What follows belongs to an exercise in optimizing a design on an open flow for small area, a short achievable clock period and few clock cycles per item; a production flow would make more cautious choices. Where RTL was checked, it was by simulation tests only, not by an equivalence proof against the original. The RTL of run 2 was laid out without a check of its function.

==> flow/design.v, too long to show whole: its modules and the start of the top module <==
// module float_mul_pipe: 1372 lines
// module fmul_pfx_gp: 7 lines
// module fmul_pfx_g: 6 lines
// module fmul_and2: 6 lines
module float_mul_pipe #(
  parameter int E_BIT = 8,
  parameter int F_BIT = 23,
  parameter int TAG_W = 4
) (
  input  logic                 clk,
  input  logic                 rst,
  input  logic                 in_valid,
  output logic                 in_ready,
  input  logic [E_BIT+F_BIT:0] in_a,
  input  logic [E_BIT+F_BIT:0] in_b,
  input  logic [TAG_W-1:0]     in_tag,
  output logic                 out_valid,
  input  logic                 out_ready,
  output logic [E_BIT+F_BIT:0] out_p,
  output logic [TAG_W-1:0]     out_tag,
  output logic [3:0]           out_flags
);
  // ...
==> flow/run.sh <==
#!/bin/bash
# synth_recipe.tcl (not shown) runs the flow's synth.tcl, then flattens the netlist and writes it again
# the make line also repeats each setting of config.mk as NAME=value (left out here)
make -C /OpenROAD-flow-scripts/flow DESIGN_CONFIG=/design/flow/config.mk WORK_HOME=/design/flow/orfs CLKGATE_MAP_FILE= SYNTH_SCRIPT=/design/flow/synth_recipe.tcl finish
==> flow/config.mk <==
export PLATFORM = sky130hd
export DESIGN_NAME = float_mul_pipe
export DESIGN_NICKNAME = float_mul_pipe
export VERILOG_FILES = /design/flow/design.v
export SDC_FILE = /design/flow/constraint.sdc
export NUM_CORES = 4
export LEC_CHECK = 0
export CAP_MARGIN = 20
export CORE_MARGIN = 2
export CORE_UTILIZATION = 60
export SETUP_SLACK_MARGIN = 3.5
export SLEW_MARGIN = 20
export SYNTH_HIERARCHICAL = 1
export SYNTH_MINIMUM_KEEP_SIZE = 0
==> flow/constraint.sdc <==
create_clock -name core_clock -period 8.0 [get_ports {clk}]
set_input_delay 1.6000 -clock core_clock [delete_from_list [all_inputs] [get_ports {clk}]]
set_output_delay 1.6000 -clock core_clock [all_outputs]
set_load 0.01 [all_outputs]
==> qor.csv, run 1 <==
stage;metric;value;unit
finish;nets;2938;
synth;yosys_register_bits;277;
critical_path;reg2reg_from;r0_one[2];
finish;area_share_clock_buf_inv;3.25;%
finish;reg.largest.list;r1_s (48), r1_c (47);
clock_network;clockRootBuffer;clkbuf_16;
timing;min_period;4.42;ns
timing;hold_ws;0.413;ns
timing;fmax;226;MHz
critical_path;crit_arrival;4.76;ns
critical_path;critical-path-top-delay-family;adder cells;
placement;placed_area;28000;um2
route;met3_length;8280;um
floorplan;fp.dieH;214;um
timing;rsz0062_at_grt;no;
critical_path;crit_top_cell;fa_1;
placement;hpwl;47800;um
outcome;status;complete, no violations;
synth;synth_nets;2896;
route;drt-initial-drc-count;1910;
global_route;grt_pass1_wl;108000;um
clock_network;insertion_delay;0.59;ns
route;drtPass1Iterations;6;
synth;yosys.area.top_type;edfxtp_1;
timing;final.setup.worst_slack;3.58;ns
finish;fillCellCount;3343;
synth;synth_seq_area_share;31.4;%
Testbench counts, summed over its fixed seeds: cycles 160,024, items 160,000.
==> run 2: changes to the inputs <==
--- a/flow/design.v
+++ b/flow/design.v
@@ -12,20 +12,20 @@
   input  logic [TAG_W-1:0]     in_tag,
   output logic                 out_valid,
   input  logic                 out_ready,
   output logic [E_BIT+F_BIT:0] out_p,
   output logic [TAG_W-1:0]     out_tag,
   output logic [3:0]           out_flags
 );
   localparam logic [1:0] C_NUM = 2'd0, C_ZERO = 2'd1, C_INF = 2'd2, C_NAN = 2'd3;
-  logic r_v0, r_v1, r_ov, r_sv, r_rdy;
+  logic r_v0, r_v1, r_ov;
   logic w_adv;
-  assign w_adv     = ~r_sv;
-  assign in_ready  = r_rdy;
+  assign w_adv     = out_ready | ~r_ov;
+  assign in_ready  = w_adv;
   assign out_valid = r_ov;
   logic [7:0]  w_ea, w_eb;
   logic [22:0] w_fa, w_fb;
   logic        w_za, w_zb, w_ia, w_ib, w_na, w_nb;
   logic [1:0]  w_cls0;
   logic [23:0] w_mb;
   logic [11:0] w_neg, w_one, w_two;
   assign w_ea = in_a[30:23];
@@ -1317,61 +1317,37 @@
           w_flags = 4'b0101;
         end else begin
           w_p     = {r1_sign, w_ef, w_frac};
           w_flags = {3'b000, w_inexact};
         end
       end
     endcase
   end
-  logic [31:0] r_p, r_sp;
-  logic [3:0]  r_flags, r_sflags, r_tag, r_stag;
+  logic [31:0] r_p;
+  logic [3:0]  r_flags, r_tag;
   assign out_p     = r_p;
   assign out_tag   = r_tag;
   assign out_flags = r_flags;
   always_ff @(posedge clk) begin
-    if (r_sv) begin
-      if (out_ready) begin
-        r_p     <= r_sp;
-        r_flags <= r_sflags;
-        r_tag   <= r_stag;
-      end
-    end else if (~r_ov | out_ready) begin
+    if (w_adv) begin
       r_p     <= w_p;
       r_flags <= w_flags;
       r_tag   <= r1_tag;
-    end else begin
-      r_sp     <= w_p;
-      r_sflags <= w_flags;
-      r_stag   <= r1_tag;
     end
   end
   always_ff @(posedge clk or posedge rst) begin
     if (rst) begin
-      r_v0  <= 1'b0;
-      r_v1  <= 1'b0;
-      r_ov  <= 1'b0;
-      r_sv  <= 1'b0;
-      r_rdy <= 1'b1;
-    end else begin
-      if (w_adv) begin
-        r_v0 <= in_valid;
-        r_v1 <= r_v0;
-      end
-      if (r_sv) begin
-        if (out_ready) begin
-          r_sv  <= 1'b0;
-          r_rdy <= 1'b1;
-        end
-      end else if (~r_ov | out_ready) begin
-        r_ov <= r_v1;
-      end else if (r_v1) begin
-        r_sv  <= 1'b1;
-        r_rdy <= 1'b0;
-      end
+      r_v0 <= 1'b0;
+      r_v1 <= 1'b0;
+      r_ov <= 1'b0;
+    end else if (w_adv) begin
+      r_v0 <= in_valid;
+      r_v1 <= r_v0;
+      r_ov <= r_v1;
     end
   end
 endmodule
 module fmul_pfx_gp (
   input  logic gh, ph, gl, pl,
   output logic g, p
 );
   assign g = gh | (ph & gl);
==> qor.csv, run 2 <==
stage;metric;value;unit;change
synth;yosys_register_bits;235;;was 277
synth;synth_area;24700;um2;was 26400 um2
critical_path;critical_path_class;flip-flop to flip-flop;;unchanged
route;antenna_left;0;;unchanged
finish;most-common-layout-cells;267 x xnor2_1, 265 x a22oi_1, 259 x fa_1;;was 272 x edfxtp_1, 271 x xnor2_1, 266 x a22oi_1
critical_path;crit_fanout;6;;was 24
synth;synthArstFlopShare;1.28;%;was 1.81%
route;vias;18300;;was 19100
floorplan;fp.dieH;207;um;was 214 um
placement;portBuffers;113;;unchanged
floorplan;num_rows;74;;was 76
critical_path;end_kind;flip-flop;;unchanged
global_route;grtUsageMet3;6.86;%;was 9.33%
route;wl;69000;um;was 70600 um
synth;synth_cell_types;63;;was 62
global_route;use_met2;52.7;%;was 48.0%
finish;largest_register_ffs;48;;unchanged
critical_path;worstPathRequired;8.40;ns;was 8.34 ns
synth;synth-edff-count;232;;was 272
clock_network;insertion_delay;0.58;ns;was 0.59 ns
route;drt-initial-drc-count;1925;;was 1910
floorplan;start_util;60.6;%;was 61.1%
synth;synth_nets;2794;;was 2896
clock_network;cts_tree;done;;unchanged
global_route;grt_pass1_wl;107000;um;was 108000 um
timing;slew_violations;0;;unchanged
placement;place.gp.congestion;0.929;;was 0.922
synth;yosysMostFrequentCell;xnor2_1;;was edfxtp_1
clock_network;cts_inserted_buffers;27;;was 30
timing;rsz0062_at_grt;yes;;was no
global_route;grt_use_met1;43.5;%;was 42.4%
finish;layout_commonest_cell;xnor2_1;;was edfxtp_1
clock_network;cts.path.max_buffers;3;;unchanged
synth;yosys.area.top_type_share;28.2;%;was 30.9%
finish;top_register;r1_s;;unchanged
finish;final_area;27900;um2;was 29200 um2
synth;yosysWarnings;8;;unchanged
timing;setup_tns;0;ns;unchanged
critical_path;path_cells;ha_1 > and2_1 > and2_1 > a21o_1 > a21o_4 > a21o_4 > a21o_1 > xnor2_2 > xnor2_2 > nand3_2 > o21ai_4 > inv_2 > ha_4 > and4b_1 > o21ai_1 > o221ai_1 > a31oi_1 > o32a_1 > buf_6 > nand3_4 > a211oi_2;;was a22oi_1 > xnor2_1 > fa_1 > fa_1 > fa_1 > fa_1 > fa_1 > inv_1
route;route.detailed.drc;0;;unchanged
critical_path;crit_arrival;4.97;ns;was 4.76 ns
global_route;antenna_found_initial;0;;was 1
finish;fillCellCount;3180;;was 3343
timing;min_period;4.57;ns;was 4.42 ns
synth;synth_ff_type;edfxtp_1;;unchanged
synth;syn_area_per_cell;10.5;um2;was 10.8 um2
clock_network;cts.reportedPaths.clkPinSlew;0.07;ns;was 0.06 ns
clock_network;holdBufCountCts;0;;unchanged
synth;synth_commonest_cells;270 x xnor2_1, 265 x a22oi_1, 259 x fa_1;;was 272 x edfxtp_1, 271 x xnor2_1, 266 x a22oi_1
synth;synthTopCellsByArea;edfxtp_1 28%, fa_1 21%, xnor2_1 9.6%, a22oi_1 8.1%, ha_1 6.1%;;was edfxtp_1 31%, fa_1 20%, xnor2_1 9.0%, a22oi_1 7.6%, ha_1 5.6%
worst_hold_path;hp-class;flip-flop to flip-flop;;unchanged
finish;area_delta_synth_final;13.0;%;was 10.6%
finish;drive_gt1_share;8.60;%;was 7.29%
timing;final-hold-violation-count;0;;unchanged
run;cap_violations;0;;unchanged
timing;tightest_slew;1.23;ns;was 1.18 ns
clock_network;clockRootBuffer;clkbuf_16;;unchanged
outcome;status;complete, no violations;;unchanged
global_route;grt_pass1_vias;19200;;was 19600
route;post_drt_via_cell_ratio;6.19;;was 6.16
timing;maxSlewHeadroom;18.1;%;was 21.2%
finish;utilization;68.5;%;was 67.5%
clock_network;cts.sinks;235;;was 277
critical_path;start_kind;flip-flop;;unchanged
placement;placed_area;26300;um2;was 28000 um2
floorplan;io_pins;114;;unchanged
global_route;grtUsageTotal;32.5;%;was 31.2%
synth;synth_seq_area_share;28.5;%;was 31.4%
synth;synth_cells;2342;;was 2446
placement;hpwl;44900;um;was 47800 um
finish;reg.largest.list;r1_s (48), r1_c (47), r_p (32);;was r1_s (48), r1_c (47)
route;drtPass1Iterations;6;;unchanged
critical_path;crit_slowest_cell;edfxtp_1;;unchanged
critical_path;slowest_delay;0.37;ns;was 1.08 ns
timing;hold_ws;0.408;ns;was 0.413 ns
timing;fin_skew;0.0166;ns;was 0.0249 ns
finish;nets;2863;;was 2938
floorplan;chipWidth;207;um;was 214 um
route;wl_per_cell;23.3;um;was 22.8 um
floorplan;floorplan.die_area;42800;um2;was 45700 um2
global_route;grt_max_degree;81;;was 124
timing;fin_crit_sh;57.2;%;was 55.3%
timing;fmax;219;MHz;was 226 MHz
timing;setup_viol;0;;unchanged
clock_network;htreeDepth;1;;unchanged
global_route;grt_overflow_total;0;;unchanged
synth;yosys.area.top_type;edfxtp_1;;unchanged
global_route;grt.busiest_layer;met2;;unchanged
floorplan;core;40700;um2;was 43300 um2
-- run 2: cell count changes after synthesis, moves of 8 or more --
cell / change
edfxtp_1: -40
nand2_1: -9
nor2_1: -8
o31ai_2: -17
-- run 2: routing by layer --
metal / up-vias / wire, um
met5: - / 0
met1: 8916 / 27200
met3: 204 / 7360
met2: 1073 / 32000
li1: 8154 / -
met4: 0 / 2390
-- run 2: cells by family after synthesis --
| kind of cell | synth area share, % |
|---|---|
| buffers and inverters | 6.34 |
| and+or+nand+nor | 8.44 |
| adders and majority gates | 27.1 |
| muxes | 0.314 |
| other | 0.0152 |
| xor gates and xnor gates | 14.3 |
| AOI/OAI and AO/OA | 14.9 |
| DFF | 28.5 |
-- run 2: per-module statistics from Yosys (local to each module, per instance) --
module	area, um2	flip-flops and latches	cells	copies in the design
fmul_and2	6.26	0	1	45
float_mul_pipe	23200	235	2129	1
fmul_pfx_g	7.51	0	1	30
fmul_pfx_gp	13.8	0	2	69
-- run 2: area by class of cell --
type                            instances  area [um2]  area share [%]
Antenna cell                            1        2.50         0.00897
Inverter                              231         867            3.11
Clock inverter                         13         133           0.475
Clock buffer                           35         746            2.67
Tap cell                              532         666            2.39
Sequential cell                       235        7040            25.2
Multi-Input combinational cell       1708       16400            58.9
Timing Repair Buffer                  208        2010            7.21
-- run 2: what timing repair did --
item,CTS,global route
gates cloned,7,2
endpoints found under the setup margin,35,47
pin swaps,4,31
setup buffers,15,18
gates resized for setup,39,43
-- run 2: critical path: cells and delay by family (launching register included) --
kind | cells | cell delay [ns]
AND/OR/NAND/NOR | 5 | 0.83
adder cells (fa/ha/maj) | 2 | 0.47
buffers and inverters | 2 | 0.23
AO/OA/AOI/OAI | 10 | 2.04
XOR/XNOR | 2 | 0.43
flip-flops | 1 | 0.37
-- run 2: per-stage QoR --
step / std cells / setup slack [ns]
2_1_floorplan: 2342 / 3.13
3_3_place_gp: 2872 / 2.37
3_5_place_dp: 2872 / 2.20
4_1_cts: 2942 / 3.49
5_1_grt: 2962 / 3.24
6_report: 2963 / 3.43
-- run 2: final timing paths --
path,from,to,slack (ns),cells after the start
worst min-delay path,r0_ex[2],r1_ex[2],0.41,0
worst min register to register,r0_ex[2],r1_ex[2],0.41,0
min in group asynchronous,rst,r_v0,1.20,2
worst max register to register,r1_c[7],r_p[2],3.43,21
max in group asynchronous,rst,r_ov,6.67,2
worst max-delay path,r1_c[7],r_p[2],3.43,21

==> afterwards: timing with drivers on the ports <==
How much do the figures lean on ideal ports? The routed layouts below were timed once more, with nothing changed but the port constraints. Step 1 sets driving cells, clkbuf_16 on the clock port and buf_2 on the other inputs (assumed; they add their load-dependent delay and slew). Step 2 times the ports against the registers' clock, not the clock port: input delays grow and output delays shrink by t, the midpoint of the rising clock arrivals with the driver on. Three values: ideal ports, drivers, drivers and shift; two values: the first two.
run	t (ns)	slack for setup (ns)	slew at the worst register clock pin (ns)	worst slew at a driven data input, ns
run 1	0.641	3.576 / 3.576 / 3.145	0.06 / 0.06	0.05
run 2	0.628	3.425 / 3.425 / 3.100	0.07 / 0.07	0.05
After both steps every run listed still meets setup and hold. The setup slack of run 1, which loses most, moves by 0.000 ns with the drivers and by -0.431 ns with both steps.
